What follows belongs to an exercise in optimizing a design on an open flow for small area and a short achievable clock period; a production flow would make more cautious choices.
In this exercise RTL edits were held to simulation tests only and were not proved equivalent to the original.
Power is estimated from default activity; no workload was simulated.

### flow/design.v
`timescale 1ns/100ps
`default_nettype none
module rob_top (
	input wire clk,
	input wire rst_n,
	input wire pipe_flush,
	input wire [1:0] disp_valid,
	input wire [105:0] disp_pkt,
	output wire [1:0] disp_ready,
	output wire [9:0] resp_tag,
	input wire [1:0] wb_valid,
	input wire [9:0] wb_tag,
	input wire wb_br_misp,
	input wire wb_br_dir,
	input wire [31:0] wb_redirect_pc,
	output wire [1:0] ret_valid,
	output wire [181:0] ret_pkt
);
	localparam int PW = 49;  
	logic [4:0] head_q, tail_q;
	logic [15:0] v_q;     
	logic [15:0] c_q;     
	logic [15:0] br_q;    
	logic [15:0] dir_q;   
	logic [15:0] mis_q;   
	logic [15:0] ex1_q;   
	logic [15:0] ex0_q;   
	logic [16*PW-1:0] pay_q;
	logic mp_q;
	logic [4:0] mp_tag_q;
	logic [31:0] mp_pc_q;
	logic [4:0] used;
	logic rdy0, rdy1, acc0, acc1;
	assign used = tail_q - head_q;
	assign rdy0 = !mp_q && !pipe_flush && !used[4];
	assign rdy1 = !mp_q && !pipe_flush && !used[4] && (used[3:0] != 4'hf);
	assign acc0 = disp_valid[0] && rdy0;
	assign acc1 = disp_valid[1] && rdy1;
	assign disp_ready = {rdy1, rdy0};
	assign resp_tag = {tail_q + 5'd1, tail_q};
	logic [52:0] wr_e, wr_o;
	assign wr_e = tail_q[0] ? disp_pkt[105:53] : disp_pkt[52:0];
	assign wr_o = tail_q[0] ? disp_pkt[52:0] : disp_pkt[105:53];
	logic [2:0] eidx, oidx;
	assign oidx = head_q[3:1];
	assign eidx = head_q[3:1] + {2'b00, head_q[0]};
	logic [7:0] esel, osel;
	always_comb begin
		for (int j = 0; j < 8; j++) begin
			esel[j] = (eidx == 3'(j));
			osel[j] = (oidx == 3'(j));
		end
	end
	localparam int RDW = PW + 7;
	logic [RDW-1:0] rd_e, rd_o;
	always_comb begin
		rd_e = '0;
		rd_o = '0;
		for (int j = 0; j < 8; j++) begin
			rd_e = rd_e | ({RDW{esel[j]}} & {pay_q[(2*j)*PW +: PW], br_q[2*j], dir_q[2*j],
				mis_q[2*j], ex1_q[2*j], ex0_q[2*j], v_q[2*j], c_q[2*j]});
			rd_o = rd_o | ({RDW{osel[j]}} & {pay_q[(2*j+1)*PW +: PW], br_q[2*j+1], dir_q[2*j+1],
				mis_q[2*j+1], ex1_q[2*j+1], ex0_q[2*j+1], v_q[2*j+1], c_q[2*j+1]});
		end
	end
	logic [RDW-1:0] rd0, rd1;
	assign rd0 = head_q[0] ? rd_o : rd_e;
	assign rd1 = head_q[0] ? rd_e : rd_o;
	logic cut0, cut1, ret0, ret1, rflush;
	assign cut0 = rd0[4] | rd0[3] | rd0[2];
	assign cut1 = rd1[4] | rd1[3] | rd1[2];
	assign ret0 = rd0[1] & rd0[0];
	assign ret1 = ret0 & !cut0 & rd1[1] & rd1[0] & !(rd0[6] & rd1[6]);
	assign rflush = (ret0 & cut0) | (ret1 & cut1);
	assign ret_valid = {ret1, ret0};
	logic [31:0] redir;
	assign redir = mp_pc_q & {32{mp_q}};
	assign ret_pkt[90:0] = {rd0[RDW-1:7], head_q, rd0[6:2], redir};
	assign ret_pkt[181:91] = {rd1[RDW-1:7], head_q + 5'd1, rd1[6:2], redir};
	always_ff @(posedge clk or negedge rst_n) begin
		if (!rst_n) begin
			head_q <= '0;
			tail_q <= '0;
		end else if (pipe_flush) begin
			head_q <= '0;
			tail_q <= '0;
		end else begin
			head_q <= head_q + {4'd0, ret0} + {4'd0, ret1};
			tail_q <= tail_q + {4'd0, acc0} + {4'd0, acc1};
		end
	end
	logic [4:0] new_dist, old_dist;
	logic mp_upd;
	assign new_dist = wb_tag[4:0] - head_q;
	assign old_dist = mp_tag_q - head_q;
	assign mp_upd = wb_valid[0] && wb_br_misp && (!mp_q || new_dist < old_dist);
	always_ff @(posedge clk or negedge rst_n) begin
		if (!rst_n) begin
			mp_q <= 1'b0;
		end else if (pipe_flush) begin
			mp_q <= 1'b0;
		end else if (mp_upd) begin
			mp_q <= 1'b1;
		end
	end
	always_ff @(posedge clk) begin
		if (mp_upd) begin
			mp_tag_q <= wb_tag[4:0];
			mp_pc_q <= wb_redirect_pc;
		end
	end
	logic [15:0] wb0_hit, wb1_hit;
	always_comb begin
		for (int i = 0; i < 16; i++) begin
			wb0_hit[i] = wb_valid[0] && (wb_tag[3:0] == 4'(i));
			wb1_hit[i] = wb_valid[1] && (wb_tag[8:5] == 4'(i));
		end
	end
	for (genvar i = 0; i < 16; i++) begin : g_slot
		localparam logic [3:0] IDX = 4'(i);
		localparam logic [3:0] IDXM1 = 4'(i - 1);
		wire [52:0] wr = (i % 2 == 0) ? wr_e : wr_o;
		wire alloc = (acc0 && tail_q[3:0] == IDX) || (acc1 && tail_q[3:0] == IDXM1);
		wire clr = (ret0 && head_q[3:0] == IDX) || (ret1 && head_q[3:0] == IDXM1);
		always_ff @(posedge clk or negedge rst_n) begin
			if (!rst_n) begin
				v_q[i] <= 1'b0;
			end else if (pipe_flush) begin
				v_q[i] <= 1'b0;
			end else if (alloc) begin
				v_q[i] <= 1'b1;
			end else if (clr || rflush) begin
				v_q[i] <= 1'b0;
			end
		end
		always_ff @(posedge clk) begin
			if (!v_q[i]) begin
				pay_q[i*PW +: PW] <= wr[52:4];
				br_q[i] <= wr[3];
				ex1_q[i] <= wr[0];
				ex0_q[i] <= wr[1] & !wr[0];
				c_q[i] <= wr[2] | wr[1] | wr[0];
				dir_q[i] <= 1'b0;
				mis_q[i] <= 1'b0;
			end else begin
				if (wb0_hit[i] || wb1_hit[i]) begin
					c_q[i] <= 1'b1;
				end
				if (wb0_hit[i]) begin
					dir_q[i] <= wb_br_dir;
					mis_q[i] <= wb_br_misp;
				end
			end
		end
	end
endmodule
`default_nettype wire
### flow/run.sh
#!/bin/bash
# synth_recipe.tcl (not shown) runs the flow's synth.tcl, then flattens the netlist and writes it again
# the make line also repeats each setting of config.mk as NAME=value (left out here)
make -C /OpenROAD-flow-scripts/flow DESIGN_CONFIG=/design/flow/config.mk WORK_HOME=/design/flow/orfs CLKGATE_MAP_FILE= SYNTH_SCRIPT=/design/flow/synth_recipe.tcl finish
### flow/config.mk
export PLATFORM = sky130hd
export DESIGN_NAME = rob_top
export DESIGN_NICKNAME = rob_top
export VERILOG_FILES = /design/flow/design.v
export SDC_FILE = /design/flow/constraint.sdc
export NUM_CORES = 4
export LEC_CHECK = 0
export CAP_MARGIN = 20
export CORE_MARGIN = 2
export CORE_UTILIZATION = 40
export SLEW_MARGIN = 20
### flow/constraint.sdc
create_clock -name core_clock -period 5.5 [get_ports {clk}]
set_input_delay 1.1000 -clock core_clock [delete_from_list [all_inputs] [get_ports {clk}]]
set_output_delay 1.1000 -clock core_clock [all_outputs]
set_load 0.01 [all_outputs]
==> results of run 1 <==
sequential cells by signal, summed over array words and instances (netlist names), 16 cells and up:
| register | flops |
|---|---|
| v_q | 16 |
| pay_q | 784 |
| mp_pc_q | 32 |
| c_q | 16 |
| mis_q | 16 |
| ex0_q | 16 |
| dir_q | 16 |
| ex1_q | 16 |
| br_q | 16 |
layer usage:
metal,GRT usage (%),up-vias
li1,-,10400
met1,34.45,12550
met2,37.70,1390
met3,5.700,197
met4,7.411,14
met5,0,-
timing repair:
action                                  CTS  global route
setup buffers                             2            10
gates resized for setup                  10            11
endpoints found under the setup margin   44            18
pin swaps                                 3             4
power by group through the flow:
stage | Clock [mW] | Sequential (mW) | Combinational, mW
2_1_floorplan | 0 | 10.2 | 3.24
3_3_place_gp | 0 | 10.2 | 6.79
3_5_place_dp | 0 | 10.4 | 6.84
4_1_cts | 6.54 | 10.2 | 6.92
5_1_grt | 6.82 | 10.3 | 7.33
6_report | 6.45 | 10.2 | 6.99
cell families (layout without fill, tap and decap cells):
logic type,after synthesis,in the layout
compound gates,504,504
xor+xnor,25,25
fa+ha+maj,33,33
buf+inv,204,675
flops,944,944
mux,317,317
other cells,0,6
simple gates,376,376
placed cells by master, fill, tap and decap left out, drive strengths merged, types with 38 or more instances in the layout:
cell type | netlist | routed
and3 | 82 | 82
clkbuf | 96 | 126
mux2 | 110 | 110
a221oi | 85 | 85
buf | 74 | 113
edfxtp | 885 | 885
a21oi | 87 | 87
a22oi | 143 | 143
a22o | 75 | 75
clkinv | 0 | 38
nor2 | 85 | 85
clkdlybuf4s50 | 0 | 351
o21ai | 40 | 40
nand2 | 94 | 94
mux2i | 178 | 178
final timing paths:
kind | start | to | slack, ps | cells after the start
worst max-delay path | head_q[0] | ret_pkt[70] | 140 | 12
worst min-delay path | mis_q[0] | mis_q[0] | 470 | 2
worst max register to register | head_q[0] | head_q[4] | 1650 | 15
worst min register to register | mis_q[0] | mis_q[0] | 470 | 2
max in group asynchronous | rst_n | head_q[0] | 4340 | 2
min in group asynchronous | rst_n | tail_q[2] | 830 | 2
area by class of cell:
class	instances	area share [%]
flip-flops and latches	944	58.70
multi-input cells	1255	21.55
repair buffers	464	9.503
clock inverters	51	1.034
clock buffers	126	5.553
diodes	6	0.03158
well taps	1276	3.358
inverters	34	0.2711
worst max-delay path: stages, from the launching register on:
cell and delay [ps]:
dfrtp_4 500, ha_1 230, ha_2 250, xnor2_4 350, buf_4 220, nor2_2 40
buf_4 250, a22o_1 280, a221oi_1 250, and3_1 390, mux2i_1 120, buf_4 200
clkdlybuf4s50_1 480
per-stage QoR:
step | setup TNS, ps | instance area, um^2
5_1_grt | 0 | 47540
6_report | 0 | 47540
3_3_place_gp | 0 | 44200
4_1_cts | -94.33 | 47400
3_5_place_dp | 0 | 44200
2_1_floorplan | 0 | 38920
==> metrics.csv, run 1 <==
stage,metric,value,unit
status,status,timing/DRC/antenna clean,
global_routing,first-pass GRT wire length,174000,um
yosys,mux cell area share after synthesis,9.439,%
critical_path,Crit. End Element,output port,
die,Initial Util,40.30,%
timing,Final setup violation count,0,
power_and_ir_drop,P_int,16.51,mW
critical_path,critical path class,reg -> out,
routing,initial DRC count,2987,
yosys,area share of fa/ha/maj cells after synthesis,1.157,%
yosys,Yosys reg bits,944,
finish,Multi-input gate area,10250,um^2
power_and_ir_drop,Seq pwr share,43.2,%
global_routing,initial antenna violation count,14,
clocking,Worst-path clk slew,60,ps
yosys,Netlist Area Pre-Place,38920,um^2
yosys,Synth area leader,edfxtp_1,
clocking,CTS root buf,clkbuf_16,
timing,"Worst Setup Slack, final",137.0,ps
global_routing,Total Routing Usage GR,24.42,%
die,Die H,315.9,um
global_routing,largest net degree at the start of global routing,59,
placement,IO Port Bufs,351,
timing,Setup Skew,29.77,ps
run,max-cap viol count,0,
yosys,syn avg cell area,16.20,um^2
routing,DRC,0,
placement,Final GP Congestion,0.9087,
power_and_ir_drop,Final Power,23.66,mW
routing,DR vias,24550,
die,Chip Width,315.9,um
critical_path,Worst EP arrival,4260,ps
power_and_ir_drop,Comb pwr share,29.5,%
clocking,clock insertion delay at the later pin of the skew report,660,ps
placement,DPL Wire Length,81560,um
yosys,Synth Area in Simple Gates,4.951,%
finish,final net count,2986,
timing,Final period util,97.51,%
routing,metal2 WL,54890,um
routing,WL per Instance,29.72,um
die,Cell Rows,114,
critical_path,Startpoint Class,register,
timing,Final Hold Viols,0,
clocking,CTS Buffer Depth,3,
power_and_ir_drop,Clk network pwr share,27.3,%
timing,Slew @ Worst Pin,1034,ps
yosys,Ys Warns,1,
die,Ports,353,
yosys,Syn Nets,2593,
routing,WL met3,12480,um
yosys,sequential area share after synthesis,71.67,%
power_and_ir_drop,switching share of power,30.19,%
critical_path,CP required,4400,ps
yosys,synthesized instance count,2403,
timing,Max Freq,0.1865,GHz
placement,pre-CTS setup slack,350.1,ps
timing,max-slew violation count,0,
clocking,TritonCTS clock tree,done,
routing,top layer in use,met5,
finish,fillers,8025,
yosys,ys async rst share,2.860,%
clocking,"Hold-fix buffers, CTS",0,
timing,RSZ-0062 raised after global routing,false,
die,die area,99810,um^2
finish,Layout Utilization,49.23,%
yosys,top-count cell post-synth,edfxtp_1,
clocking,cts bufs inserted,97,
finish,Layout Cells excl Fill,4156,
global_routing,total gr overflow,0,
power_and_ir_drop,Peak VDD IR,0.4167,mV
routing,drt via density,5.907,
power_and_ir_drop,Pwr Density,497.6,nW/um^2
power_and_ir_drop,Static Leak,16.86,nW
routing,WL final,123500,um
yosys,Synth Flop Type,edfxtp_1,
finish,layout cell share with drive strength beyond 1,16.18,%
routing,antenna-violating nets left,0,
clocking,H-tree depth,3,
routing,DRT Pass-1 Iters,8,
yosys,largest family of logic cells by synthesized area,compound AO/OA/AOI/OAI gates,
hold_path,Hold WC Path Type,reg -> reg,
yosys,ranking of synthesized cells by area,"edfxtp_1 68%, mux2i_1 4.6%, mux2_2 3.2%, a22oi_1 2.8%, a221oi_1 1.8%",
yosys,Post-synth top cells,"885 x edfxtp_1, 178 x mux2i_1, 143 x a22oi_1",
critical_path,CP Max Fanout,26,
yosys,Post-synth EDFFs,885,
yosys,Synth top area share,68.29,%
yosys,Compound-Gate Fraction of Synth Area,9.725,%
global_routing,number of global-route vias before repair,24090,
yosys,Yosys cell types,68,
placement,# placed instances,3961,
yosys,Synth Area in XOR/XNOR,0.6012,%
routing,WL met1,52310,um
finish,synth-to-layout area growth,22.16,%
timing,Hold WS,470.2,ps
die,Core ar.,96570,um^2
power_and_ir_drop,Switching Power,7.141,mW
timing,max_slew headroom,31.04,%
timing,min cycle time layout,5363,ps
clocking,Clock Sinks,944,
finish,register area,27910,um^2
==> run 2, diff against run 1 <==
--- a/flow/config.mk
+++ b/flow/config.mk
@@ -8,4 +8,5 @@
 export CAP_MARGIN = 20
 export CORE_MARGIN = 2
 export CORE_UTILIZATION = 40
+export SETUP_SLACK_MARGIN = 3.0
 export SLEW_MARGIN = 20
==> run 2 against run 1 <==
Synthesized cell count is the same. Maximum frequency grew 16%. Clock-buffer cell count is 3 higher. Die area unchanged. Area after synthesis stayed put. Sequential cell count unchanged. Non-clock buffer count rose by 256. Hold slack worse by 13 ps. Clock power decreased by 1%. Worst setup slack gained 750 ps. Final area up 11%. Core utilization is 5.3 points higher.
==> metrics.csv, run 2 <==
stage,metric,value,unit
power_and_ir_drop,Final Power,25.15,mW
placement,Post-DP Area,44400,um^2
critical_path,CP max stage cell,mux4_2,
yosys,Synth top area share,68.29,%
finish,synth-to-layout area growth,35.29,%
critical_path,Worst EP arrival,3520,ps
power_and_ir_drop,Pwr Density,477.7,nW/um^2
critical_path,FF-to-FF setup slack,1900,ps
yosys,Syn Nets,2593,
critical_path,CP required,4400,ps
global_routing,initial antenna violation count,15,
finish,final net count,3248,
routing,metal2 WL,62550,um
clocking,Clock Sinks,944,
power_and_ir_drop,Static Leak,19.46,nW
yosys,Ys Warns,1,
yosys,ranking of synthesized cells by area,"edfxtp_1 68%, mux2i_1 4.6%, mux2_2 3.2%, a22oi_1 2.8%, a221oi_1 1.8%",
routing,WL met3,16290,um
yosys,Yosys reg bits,944,
hold_path,Hold Crit Start,mis_q[0],
die,Chip Width,315.9,um
die,die area,99810,um^2
routing,initial DRC count,3489,
die,Core ar.,96570,um^2
routing,WL final,139900,um
global_routing,total gr overflow,0,
yosys,Post-synth top cells,"885 x edfxtp_1, 178 x mux2i_1, 143 x a22oi_1",
yosys,Yosys cell types,68,
run,max-cap viol count,0,
routing,WL per Instance,31.65,um
hold_path,hold path depth,2,
routing,antenna-violating nets left,0,
global_routing,largest net degree at the start of global routing,65,
clocking,Worst-path clk slew,70,ps
timing,Max Freq,0.2167,GHz
power_and_ir_drop,Comb pwr share,33.8,%
global_routing,Total Routing Usage GR,25.96,%
timing,Final setup violation count,0,
finish,Top reg by flops,pay_q,
yosys,Synth area leader,edfxtp_1,
critical_path,Reg-to-Reg Start,head_q[0],
yosys,Synth Flop Type,edfxtp_1,
clocking,CTS Buffer Depth,3,
clocking,TritonCTS clock tree,done,
critical_path,CP peak stage delay,530,ps
timing,RSZ-0062 raised after global routing,true,
critical_path,Startpoint Class,register,
timing,setup TNS,0,ps
placement,DPL Wire Length,77880,um
routing,DR vias,26660,
yosys,ys async rst share,2.860,%
timing,Setup Skew,33.70,ps
power_and_ir_drop,Clk network pwr share,25.3,%
clocking,clock insertion delay at the later pin of the skew report,680,ps
yosys,syn avg cell area,16.20,um^2
clocking,"Hold-fix buffers, CTS",0,
yosys,top-count cell post-synth,edfxtp_1,
yosys,sequential area share after synthesis,71.67,%
global_routing,number of global-route vias before repair,24870,
clocking,CTS root buf,clkbuf_16,
finish,Layout Utilization,54.53,%
placement,IO Port Bufs,351,
placement,Final GP Congestion,0.8998,
critical_path,CP Max Fanout,5,
timing,Slew @ Worst Pin,1227,ps
power_and_ir_drop,P_int,17.22,mW
routing,top layer in use,met5,
finish,Largest regs,"pay_q x784, mp_pc_q x32",
finish,Largest register FFs,784,
timing,Final Hold Viols,0,
global_routing,first-pass GRT wire length,183300,um
die,Die H,315.9,um
timing,max-slew violation count,0,
routing,WL met1,56610,um
routing,DRC,0,
finish,Final Cell Area,52650,um^2
routing,DRT Pass-1 Iters,6,
critical_path,cell chain of the critical path,"buf_6, inv_6, ha_4, buf_6, mux4_2, a221oi_4, nand4bb_1, mux2i_2, nand2_2, inv_4, buf_6",
power_and_ir_drop,Seq pwr share,40.9,%
yosys,Netlist Area Pre-Place,38920,um^2
status,status,timing/DRC/antenna clean,
routing,drt via density,6.031,
critical_path,reg-to-reg endpoint,head_q[4],
hold_path,Hold WC Path Type,reg -> reg,
power_and_ir_drop,Switching Power,7.936,mW
hold_path,hold endpoint,mis_q[0],
die,Cell Rows,114,
critical_path,reg2reg path depth,16,
finish,layout cell share with drive strength beyond 1,37.77,%
timing,min cycle time layout,4616,ps
yosys,Post-synth EDFFs,885,
critical_path,CP Buf/Inv Count,5,
die,Ports,353,
yosys,synthesized instance count,2403,
power_and_ir_drop,Peak VDD IR,0.4367,mV
timing,max_slew headroom,17.97,%
finish,most frequent cells in the layout,"885 x edfxtp_1, 173 x buf_4, 152 x clkdlybuf4s50_1",
critical_path,Crit path max-delay family,multiplexers,
critical_path,most frequent CP cell,buf_6,
critical_path,critical path class,reg -> out,
finish,"most common cell after layout, fill and taps aside",edfxtp_1,
timing,Final period util,83.92,%
placement,# placed instances,3935,
critical_path,Crit. End Element,output port,
clocking,H-tree depth,3,
finish,Layout Cells excl Fill,4421,
power_and_ir_drop,switching share of power,31.55,%
clocking,cts bufs inserted,99,
die,Initial Util,40.30,%
run 2: cell types whose count changed in the layout (fill, tap and decap cells not counted), moves of 41 or more:
cell and change:
buf_12 +45, mux2i_1 -78, clkbuf_2 +41, mux2i_2 +54
clkdlybuf4s50_1 -199, buf_2 +75, buf_4 +74, and3_4 +43
buf_6 +132, and3_1 -42
run 2: how the worst max path moves through the flow:
stage,endpoint,slack (ps),startpoint,cells past startpoint
2_1_floorplan,ret_valid[1],1320,head_q[0],13
6_report,ret_valid[1],880,head_q[0],11
4_1_cts,ret_valid[1],950,head_q[3],11
3_5_place_dp,ret_valid[1],310,head_q[0],11
3_3_place_gp,ret_valid[1],390,head_q[0],11
5_1_grt,ret_valid[1],840,head_q[0],11
run 2: tightest hold or removal path, cell delays in order, from the launching register on:
cell,delay [ps]
dfxtp_1,310
nand2_1,50
a21oi_1,50
run 2: power groups by stage:
stage	Clock, mW	Sequential [mW]	Combinational, mW
2_1_floorplan	0	10.2	3.69
3_3_place_gp	0	10.3	6.81
3_5_place_dp	0	10.4	6.86
4_1_cts	6.41	10.2	7.56
5_1_grt	6.69	10.4	8.84
6_report	6.36	10.3	8.51
run 2: what timing repair did:
item	in CTS	in global routing
pin swaps	83	105
gates cloned	23	23
gates resized for setup	614	640
buffers inserted	140	112
endpoints found under the setup margin	775	789
run 2: through the flow:
stage	setup slack (ps)	hold WS (ps)
2_1_floorplan	1318	435.7
3_3_place_gp	388.9	459.2
3_5_place_dp	307.8	455.2
4_1_cts	945.6	463.4
5_1_grt	838.1	488.2
6_report	884.3	456.8
run 2: metal layers:
metal | up-vias | global-route usage, %
met1 | 13620 | 36.87
met4 | 20 | 6.387
met2 | 1795 | 39.60
met5 | - | 0
li1 | 10940 | -
met3 | 287 | 7.235
run 2: area by class of cell:
cell class	instances	area (um^2)
antenna	8	20.02
clock buffer	129	2664
clock inverter	51	412.9
fill	7525	43910
inverter	34	156.4
multi-input combinational	1259	12040
sequential	944	27920
tap	1276	1597
timing repair buffer	720	7841
run 2: cells by family (layout without fill, tap and decap cells):
logic type,after synthesis,after routing,share of synthesized area [%]
xor+xnor,25,25,0.6012
mux,317,317,9.439
flops,944,944,71.67
simple gates,376,380,4.951
fa+ha+maj,33,33,1.157
buf+inv,204,934,2.456
other cells,0,8,0
compound gates,504,504,9.726

## port drivers added, routing unchanged
In the flow no input, the clock included, has a driving cell. The finished layouts below were timed again as built, in two steps. Step 1: set_driving_cell puts a clkbuf_16 on clk and a buf_2 on each other input, an assumption about the parent block. Step 2 also shifts input and output timing later by t, the mid clock arrival at the registers, as if the neighbouring blocks saw the same clock. Three values: no drivers, after step 1, after step 2; two values: the first two.
run | t, ns | setup WS [ns] | worst hold slack (ns) | worst register clock-pin slew, ns | pins driven straight from the clock port
run 1 | 0.720 | 0.137 / 0.065 / 0.672 | 0.470 / 0.470 / 0.470 | 0.07 / 0.07 | 1
run 2 | 0.736 | 0.884 / 0.815 / 1.345 | 0.457 / 0.457 / 0.457 | 0.07 / 0.07 | 1
After both steps setup and hold are still met in every run listed.
